This is an optimization exercise on Yosys and OpenROAD, whose aim is small area, a short achievable clock period and few clock cycles, not a production implementation. RTL that was checked went through simulation tests only; none was proved equivalent to the original. Power is estimated from default activity; no workload was simulated.

== the baseline ==
==> flow/design.v <==
package sacu_pkg;
    localparam logic [2:0] KIND_ALLOC   = 3'd0;
    localparam logic [2:0] KIND_FREE    = 3'd1;
    localparam logic [2:0] KIND_COMPACT = 3'd2;
    localparam logic [2:0] KIND_WRITE   = 3'd3;
    localparam logic [2:0] KIND_READ    = 3'd4;
    localparam logic [2:0] ST_OK       = 3'd0;
    localparam logic [2:0] ST_OOM      = 3'd1;
    localparam logic [2:0] ST_FULL     = 3'd2;
    localparam logic [2:0] ST_NOTFOUND = 3'd3;
    localparam logic [2:0] ST_BAD      = 3'd4;
endpackage
import sacu_pkg::*;
module segment_allocator_with_compaction_unit (
    input  logic        clk,
    input  logic        rst_n,
    input  logic        s_tvalid,
    output logic        s_tready,
    input  logic [23:0] s_tdata,    
    output logic        m_tvalid,
    input  logic        m_tready,
    output logic [23:0] m_tdata     
);
    function automatic logic [31:0] pfx_or(input logic [31:0] v);
        logic [31:0] r;
        r = v;
        r = r | (r << 1);
        r = r | (r << 2);
        r = r | (r << 4);
        r = r | (r << 8);
        r = r | (r << 16);
        pfx_or = r;
    endfunction
    function automatic logic [32:0] therm(input logic [5:0] t);
        for (int q = 0; q < 33; q++)
            therm[q] = (6'(q) < t);
    endfunction
    typedef struct packed {
        logic       k_alloc;
        logic       k_free;
        logic       k_comp;
        logic       k_write;
        logic       k_read;
        logic       sz_zero;
        logic [5:0] m;         
        logic [4:0] a;
        logic [7:0] wd;
    } req_t;
    logic        q0_full, q1_full;
    req_t        q0;
    logic [21:0] q1;
    logic        r_full;       
    logic        r_search;     
    logic        r_fits;
    logic        r_hit;        
    logic        r_comp;       
    logic [31:0] r_data;       
    logic        o0_full;
    logic [16:0] o0;           
    logic [7:0]  mem [32];
    logic [31:0] seg_s;
    logic [31:0] seg_f;
    logic [5:0]  top;
    logic [32:0] below;
    logic [4:0]  cnt;
    logic [21:0] q_in;         
    req_t        din;
    always_comb
    begin
        q_in        = q1_full ? q1 : s_tdata[21:0];
        din.k_alloc = (q_in[2:0] == KIND_ALLOC);
        din.k_free  = (q_in[2:0] == KIND_FREE);
        din.k_comp  = (q_in[2:0] == KIND_COMPACT);
        din.k_write = (q_in[2:0] == KIND_WRITE);
        din.k_read  = (q_in[2:0] == KIND_READ);
        din.sz_zero = (q_in[8:3] == 6'd0);
        din.m       = q_in[8:3] - 6'd1;
        din.a       = q_in[13:9];
        din.wd      = q_in[21:14];
    end
    logic [31:0] hot_top;      
    logic [31:0] hot_a;        
    logic [31:0] ge_a;         
    always_comb
    begin
        for (int p = 0; p < 32; p++)
        begin
            hot_top[p] = below[p] ^ (p == 0 ? 1'b1 : below[p == 0 ? 0 : p - 1]);
            hot_a[p]   = (5'(p) == q0.a);
            ge_a[p]    = (5'(p) >= q0.a);
        end
    end
    logic        fits;
    logic        can_append;
    logic [32:0] cont;         
    logic [31:0] a1, a2, a4, a8, a16;
    logic [31:0] r0, r1, r2, r3, r4, r5;
    logic [31:0] match;
    assign fits       = (7'(top) + 7'(q0.m)) <= 7'd31;
    assign can_append = fits && !cnt[4];
    always_comb
    begin
        cont = {1'b0, ~seg_s & below[31:0]};
        a1  = cont[32:1];
        a2  = a1 & (a1 >> 1);
        a4  = a2 & (a2 >> 2);
        a8  = a4 & (a4 >> 4);
        a16 = a8 & (a8 >> 8);
        r0 = ~cont[32:1];
        r1 = q0.m[0] ? (a1  & (r0 >> 1))  : r0;
        r2 = q0.m[1] ? (a2  & (r1 >> 2))  : r1;
        r3 = q0.m[2] ? (a4  & (r2 >> 4))  : r2;
        r4 = q0.m[3] ? (a8  & (r3 >> 8))  : r3;
        r5 = q0.m[4] ? (a16 & (r4 >> 16)) : r4;
        match = q0.m[5] ? 32'd0 : (seg_s & seg_f & r5);
    end
    logic        found;
    logic [31:0] free_mask;
    assign found     = |(seg_s & hot_a);
    assign free_mask = ge_a & ~pfx_or(seg_s & (ge_a << 1)) & below[31:0];
    logic [31:0] ge_f;
    logic [31:0] low_hot;
    logic [31:0] shift;
    logic        any_f;
    logic        seg_gone;     
    always_comb
    begin
        ge_f     = pfx_or(seg_f);
        any_f    = |seg_f;
        low_hot  = seg_f & ~(ge_f << 1);
        shift    = ge_f & below[31:0];
        seg_gone = |(low_hot & ({1'b1, seg_s[31:1]} | ~below[32:1]));
    end
    logic        r_move;       
    logic        r_clear;      
    logic        stall;
    logic        go;           
    logic        done;         
    logic        op_append, op_free, op_write, op_step;
    logic [2:0]  res_st;
    logic [5:0]  res_ra;
    logic [7:0]  res_rd;
    logic        x_search;
    assign r_move = r_full && (!o0_full || m_tready) && !(r_comp && any_f);
    assign stall  = r_full && r_search && r_hit && (q0.k_alloc || q0.k_comp);
    assign go     = q0_full && (!r_full || r_move) && !stall;
    always_comb
    begin
        x_search  = q0.k_alloc && !q0.sz_zero && !can_append;
        op_append = go && q0.k_alloc && !q0.sz_zero && can_append;
        op_free   = go && q0.k_free && found;
        op_write  = go && q0.k_write;
        op_step   = any_f && ((go && q0.k_comp) || (r_full && r_comp));
        done      = go;
        res_st = ST_BAD;
        res_ra = '0;
        res_rd = '0;
        if (q0.k_alloc && !q0.sz_zero && can_append)
        begin
            res_st = ST_OK;
            res_ra = top;
        end
        if (q0.k_free)
            res_st = found ? ST_OK : ST_NOTFOUND;
        if (q0.k_comp)
        begin
            res_st = ST_OK;
            res_ra = any_f ? top - 6'd1 : top;
        end
        if (q0.k_write)
            res_st = ST_OK;
        if (q0.k_read)
        begin
            res_st = ST_OK;
            for (int p = 0; p < 32; p++)
                res_rd = res_rd | (mem[p] & {8{hot_a[p]}});
        end
    end
    logic [31:0] ge_match;
    logic [31:0] first;
    logic        hit;
    logic [4:0]  hit_pos;
    logic [16:0] res;
    always_comb
    begin
        ge_match = pfx_or(r_data);
        first    = r_data & ~(ge_match << 1);
        hit      = ge_match[31];
        hit_pos  = '0;
        for (int p = 0; p < 32; p++)
            if (first[p]) hit_pos = hit_pos | 5'(p);
        if (r_search)
        begin
            if (r_hit)
                res = {8'd0, 1'b0, hit_pos, ST_OK};
            else
                res = {8'd0, 6'd0, r_fits ? ST_FULL : ST_OOM};
        end
        else
            res = r_data[16:0];
    end
    assign r_clear = r_move && r_search && r_hit;
    logic take;
    assign s_tready = !q1_full;
    assign take     = s_tvalid && !q1_full;
    always_ff @(posedge clk or negedge rst_n)
    begin
        if (!rst_n)
        begin
            q0_full <= 1'b0;
            q1_full <= 1'b0;
            r_full  <= 1'b0;
            o0_full <= 1'b0;
        end
        else
        begin
            if (!q0_full || done)
            begin
                q0_full <= q1_full || take;
                q1_full <= 1'b0;
            end
            else if (take)
                q1_full <= 1'b1;
            if (done)
                r_full <= 1'b1;
            else if (r_move)
                r_full <= 1'b0;
            if (!o0_full || m_tready)
                o0_full <= r_move;
        end
    end
    always_ff @(posedge clk)
    begin
        if (!q0_full || done)
            q0 <= din;
        if (!q1_full)
            q1 <= s_tdata[21:0];
        if (done)
        begin
            r_search <= x_search;
            r_fits   <= fits;
            r_hit    <= |match;
            r_comp   <= q0.k_comp;
            r_data   <= x_search ? match : {15'd0, res_rd, res_ra, res_st};
        end
        else if (op_step)
            r_data[8:3] <= top - 6'd1;
        if (!o0_full || m_tready)
            o0 <= res;
    end
    assign m_tvalid = o0_full;
    assign m_tdata  = {7'd0, o0};
    logic [31:0] m_we, m_sh, m_keep;
    always_comb
    begin
        for (int p = 0; p < 32; p++)
        begin
            m_we[p]   = op_write && hot_a[p];
            m_sh[p]   = op_step && shift[p] && below[p + 1];
            m_keep[p] = !(m_we[p] || (op_step && shift[p]) || (op_free && free_mask[p]));
        end
    end
    always_ff @(posedge clk or negedge rst_n)
    begin
        if (!rst_n)
        begin
            for (int p = 0; p < 32; p++)
                mem[p] <= 8'd0;
        end
        else
        begin
            for (int p = 0; p < 32; p++)
                mem[p] <= ({8{m_we[p]}} & q0.wd)
                        | ({8{m_sh[p]}} & ((p < 31) ? mem[p < 31 ? p + 1 : p] : 8'd0))
                        | ({8{m_keep[p]}} & mem[p]);
        end
    end
    logic [5:0] top_next;
    always_comb
    begin
        top_next = top;
        if (op_append)
            top_next = top + q0.m + 6'd1;
        if (op_step && any_f)
            top_next = top - 6'd1;
    end
    always_ff @(posedge clk or negedge rst_n)
    begin
        if (!rst_n)
        begin
            seg_s <= '0;
            seg_f <= '0;
            top   <= '0;
            below <= '0;
            cnt   <= '0;
        end
        else
        begin
            for (int p = 0; p < 32; p++)
            begin
                if (op_append && hot_top[p])
                    seg_s[p] <= 1'b1;
                else if (op_step && shift[p])
                    seg_s[p] <= (p < 31) ? ((low_hot[p] || seg_s[p < 31 ? p + 1 : p]) && below[p + 1]) : 1'b0;
                if (op_free && hot_a[p])
                    seg_f[p] <= 1'b1;
                else if (r_clear && first[p])
                    seg_f[p] <= 1'b0;
                else if (op_step && shift[p])
                    seg_f[p] <= (p < 31) ? ((low_hot[p] && !seg_s[p < 31 ? p + 1 : p]) || seg_f[p < 31 ? p + 1 : p]) && below[p + 1] : 1'b0;
            end
            top   <= top_next;
            below <= therm(top_next);
            if (op_append)
                cnt <= cnt + 5'd1;
            if (op_step && seg_gone)
                cnt <= cnt - 5'd1;
        end
    end
endmodule
clock: 6.0 ns
lec_check: 0
cap_margin: 20
core_margin: 2
core_utilization: 40
setup_slack_margin: 3.0
slew_margin: 20
tns_end_percent: 0
run.sh (not shown) runs the stock make flow with config.mk's settings and CLKGATE_MAP_FILE= SYNTH_SCRIPT=/design/flow/synth_recipe.tcl, a recipe that flattens the netlist after the stock synthesis.
Testbench counts of the baseline, summed over its fixed seeds: cycles 16,279.
Input changes introduced in the candidate (baseline for comparison: the baseline):
--- a/flow/design.v
+++ b/flow/design.v
@@ -50,13 +50,12 @@
     req_t        q0;
     logic [21:0] q1;
     logic        r_full;       
     logic        r_search;     
     logic        r_fits;
     logic        r_hit;        
-    logic        r_comp;       
     logic [31:0] r_data;       
     logic        o0_full;
     logic [16:0] o0;           
     logic [7:0]  mem [32];
     logic [31:0] seg_s;
     logic [31:0] seg_f;
@@ -120,41 +119,43 @@
     assign free_mask = ge_a & ~pfx_or(seg_s & (ge_a << 1)) & below[31:0];
     logic [31:0] ge_f;
     logic [31:0] low_hot;
     logic [31:0] shift;
     logic        any_f;
     logic        seg_gone;     
+    logic        c_last;       
     always_comb
     begin
         ge_f     = pfx_or(seg_f);
         any_f    = |seg_f;
         low_hot  = seg_f & ~(ge_f << 1);
         shift    = ge_f & below[31:0];
         seg_gone = |(low_hot & ({1'b1, seg_s[31:1]} | ~below[32:1]));
+        c_last   = seg_gone && !(|(seg_f & ~low_hot));
     end
     logic        r_move;       
     logic        r_clear;      
     logic        stall;
     logic        go;           
     logic        done;         
     logic        op_append, op_free, op_write, op_step;
     logic [2:0]  res_st;
     logic [5:0]  res_ra;
     logic [7:0]  res_rd;
     logic        x_search;
-    assign r_move = r_full && (!o0_full || m_tready) && !(r_comp && any_f);
+    assign r_move = r_full && (!o0_full || m_tready);
     assign stall  = r_full && r_search && r_hit && (q0.k_alloc || q0.k_comp);
     assign go     = q0_full && (!r_full || r_move) && !stall;
     always_comb
     begin
         x_search  = q0.k_alloc && !q0.sz_zero && !can_append;
         op_append = go && q0.k_alloc && !q0.sz_zero && can_append;
         op_free   = go && q0.k_free && found;
         op_write  = go && q0.k_write;
-        op_step   = any_f && ((go && q0.k_comp) || (r_full && r_comp));
-        done      = go;
+        op_step   = go && q0.k_comp;
+        done      = go && !(q0.k_comp && any_f && !c_last);
         res_st = ST_BAD;
         res_ra = '0;
         res_rd = '0;
         if (q0.k_alloc && !q0.sz_zero && can_append)
         begin
             res_st = ST_OK;
@@ -237,17 +238,14 @@
             q1 <= s_tdata[21:0];
         if (done)
         begin
             r_search <= x_search;
             r_fits   <= fits;
             r_hit    <= |match;
-            r_comp   <= q0.k_comp;
             r_data   <= x_search ? match : {15'd0, res_rd, res_ra, res_st};
         end
-        else if (op_step)
-            r_data[8:3] <= top - 6'd1;
         if (!o0_full || m_tready)
             o0 <= res;
     end
     assign m_tvalid = o0_full;
     assign m_tdata  = {7'd0, o0};
     logic [31:0] m_we, m_sh, m_keep;
==> comparison <==
- Looking at the reports, the baseline completed the entire flow and the layout it produced met the timing, DRC and antenna checks.
- The candidate | stages: all done | timing, DRC, antenna: all pass
- The baseline reports its cell with the largest stage delay on the worst path as and2_1 while the candidate reports or3_4.
- Height of the die of the candidate falls short of that of the baseline slightly.
- Of the baseline and the candidate, the lower total met2 wirelength after detailed routing belongs to the candidate.
- Higher headroom to the max-slew limit among the baseline and the candidate: the candidate
- The baseline consumes more power than the candidate.
- Looking at most common library cell in the layout ignoring fill and taps, the nand2_1 result is from the candidate; the dfrtp_1 one comes from the baseline.
- In the metrics for the baseline and the candidate, the one carrying the higher final worst slack is the baseline.
- Area added between synthesis and finish, the baseline and the candidate, lower one = the candidate.
- The baseline and the candidate ended up with nearly the same worst hold slack.
- Per the comparison of the candidate with the baseline, fraction of synthesized cell area in xor and xnor cells level, synthesized area per cell went down by 0.95%.
Testbench counts of the candidate, summed over its fixed seeds: cycles 16,279.

========
Starts from the design.v that is shown in full above.
==> flow/config.mk <==
export PLATFORM = sky130hd
export DESIGN_NAME = segment_allocator_with_compaction_unit
export DESIGN_NICKNAME = segment_allocator_with_compaction_unit
export VERILOG_FILES = /design/flow/design.v
export SDC_FILE = /design/flow/constraint.sdc
export NUM_CORES = 4
export LEC_CHECK = 0
export ABC_AREA = 1
export CAP_MARGIN = 20
export CORE_MARGIN = 2
export CORE_UTILIZATION = 40
export SETUP_SLACK_MARGIN = 3.0
export SLEW_MARGIN = 20
export TNS_END_PERCENT = 0
==> flow/constraint.sdc <==
create_clock -name core_clock -period 6.0 [get_ports {clk}]
set_input_delay 1.2000 -clock core_clock [delete_from_list [all_inputs] [get_ports {clk}]]
set_output_delay 1.2000 -clock core_clock [all_outputs]
set_load 0.01 [all_outputs]
Testbench counts at the start, summed over its fixed seeds: cycles 16,279.
Next try:
--- a/flow/design.v
+++ b/flow/design.v
@@ -43,7 +43,7 @@
         logic       k_read;
         logic       sz_zero;
         logic [5:0] m;         
-        logic [4:0] a;
+        logic [31:0] ge;       
         logic [7:0] wd;
     } req_t;
     logic        q0_full, q1_full;
@@ -75,7 +75,8 @@
         din.k_read  = (q_in[2:0] == KIND_READ);
         din.sz_zero = (q_in[8:3] == 6'd0);
         din.m       = q_in[8:3] - 6'd1;
-        din.a       = q_in[13:9];
+        for (int p = 0; p < 32; p++)
+            din.ge[p] = (5'(p) >= q_in[13:9]);
         din.wd      = q_in[21:14];
     end
     logic [31:0] hot_top;      
@@ -86,8 +87,8 @@
         for (int p = 0; p < 32; p++)
         begin
             hot_top[p] = below[p] ^ (p == 0 ? 1'b1 : below[p == 0 ? 0 : p - 1]);
-            hot_a[p]   = (5'(p) == q0.a);
-            ge_a[p]    = (5'(p) >= q0.a);
+            hot_a[p]   = q0.ge[p] && !(p > 0 && q0.ge[p > 0 ? p - 1 : 0]);
+            ge_a[p]    = q0.ge[p];
         end
     end
     logic        fits;
Outcome: Wire length drops by about 20%; sequential share of layout area goes up by 3.7 points; global-route usage falls by 8.1 points; power goes down by about 3%; cell area is lower by 4.4%; hold slack gets worse by 0.0074 ns; core utilization fell by 2.3 points; non-clock buffer count is lower by 84; cell count fell by 4.7%; maximum frequency came out lower by about 2.7%; synthesized area climbs by about 0.6%; count of clock-buffer cells in the layout rises by 3.
The RTL of the second run of this note was laid out without a check of its function.

========
segment_allocator_with_compaction_unit, a different RTL version from the one above (not shown whole).
Size in the first run: ~4200 cells after synthesis, ~54 I/O pins.
export LEC_CHECK = 0
export ABC_AREA = 1
export CAP_MARGIN = 20
export CORE_MARGIN = 2
export CORE_UTILIZATION = 50
export CTS_BUF_LIST = sky130_fd_sc_hd__clkbuf_4 sky130_fd_sc_hd__clkbuf_8
export SETUP_SLACK_MARGIN = 3.0
export SLEW_MARGIN = 20
export TNS_END_PERCENT = 0
create_clock -name core_clock -period 6.0 [get_ports {clk}]
Testbench counts at the start, summed over its fixed seeds: cycles 16,279.
Rerun with:
--- a/flow/design.v
+++ b/flow/design.v
@@ -249,35 +249,37 @@
             r_data[8:3] <= top - 6'd1;
         if (!o0_full || m_tready)
             o0 <= res;
     end
     assign m_tvalid = o0_full;
     assign m_tdata  = {7'd0, o0};
-    logic [31:0] m_we, m_sh, m_keep;
+    logic [31:0] m_we, m_sh, m_clr;
+    logic [7:0]  m_up   [32];
+    logic [7:0]  m_stay [32];
     always_comb
     begin
         for (int p = 0; p < 32; p++)
         begin
             m_we[p]   = op_write && hot_a[p];
-            m_sh[p]   = op_step && shift[p] && below[p + 1];
-            m_keep[p] = !(m_we[p] || (op_step && shift[p]) || (op_free && free_mask[p]));
+            m_sh[p]   = op_step && shift[p];
+            m_clr[p]  = op_free && free_mask[p];
+            m_up[p]   = (p < 31) ? (mem[p < 31 ? p + 1 : p] & {8{below[p + 1]}}) : 8'd0;
+            m_stay[p] = m_we[p] ? q0.wd : (m_clr[p] ? 8'd0 : mem[p]);
         end
     end
     always_ff @(posedge clk or negedge rst_n)
     begin
         if (!rst_n)
         begin
             for (int p = 0; p < 32; p++)
                 mem[p] <= 8'd0;
         end
         else
         begin
             for (int p = 0; p < 32; p++)
-                mem[p] <= ({8{m_we[p]}} & q0.wd)
-                        | ({8{m_sh[p]}} & ((p < 31) ? mem[p < 31 ? p + 1 : p] : 8'd0))
-                        | ({8{m_keep[p]}} & mem[p]);
+                mem[p] <= m_sh[p] ? m_up[p] : m_stay[p];
         end
     end
     logic [5:0] top_next;
     always_comb
     begin
         top_next = top;
The changed run produced a clean layout.
Routed wire length rises by about 5.6%.
Power rises by about 2%.
Setup slack loses 190 ps.
Critical path depth falls by 4.
Maximum frequency falls by 5.5%.
Final cell count rises by 7.4%.
Global-route usage is about the same.
Die area rises by 4.6%.
Combinational power rises by about 4%.
Cell area rises by about 3.2%.
Clock-buffer cell count rises by 15.
Sequential share of layout area falls by 1.1 points.
Via count rises by about 7%.
The RTL of the second run of this note was laid out without a check of its function.

what the ideal ports hide:
The flow's constraints put no driver on any port. The routed layouts listed below were extracted and timed again, unchanged, in two steps.
Step 1: set_driving_cell puts a clkbuf_16 on clk and a buf_2 on each other input, an assumption about the parent block.
Step 2 also shifts input and output timing later by t, the mid clock arrival at the registers, as if the neighbouring blocks saw the same clock.
Slacks: no drivers / after step 1 / after step 2; pairs: no drivers / after step 1.
run	t (ns)	slack for setup (ns)	worst register clock-pin slew, ns
the baseline	0.700	2.351 / 2.351 / 1.832	0.07 / 0.07
the candidate	0.686	2.102 / 2.102 / 1.581	0.06 / 0.06
the first run of note 2	0.732	2.780 / 2.780 / 2.237	0.07 / 0.07
the second run of note 2	0.700	2.691 / 2.691 / 2.309	0.07 / 0.07
the first run of note 3	0.782	2.791 / 2.791 / 2.192	0.07 / 0.07
the second run of note 3	0.774	2.604 / 2.604 / 2.122	0.07 / 0.07
After both steps every run listed still meets setup and hold. The setup slack of the first run of note 3, which loses most, moves by 0.000 ns with the drivers and by -0.599 ns with both steps.
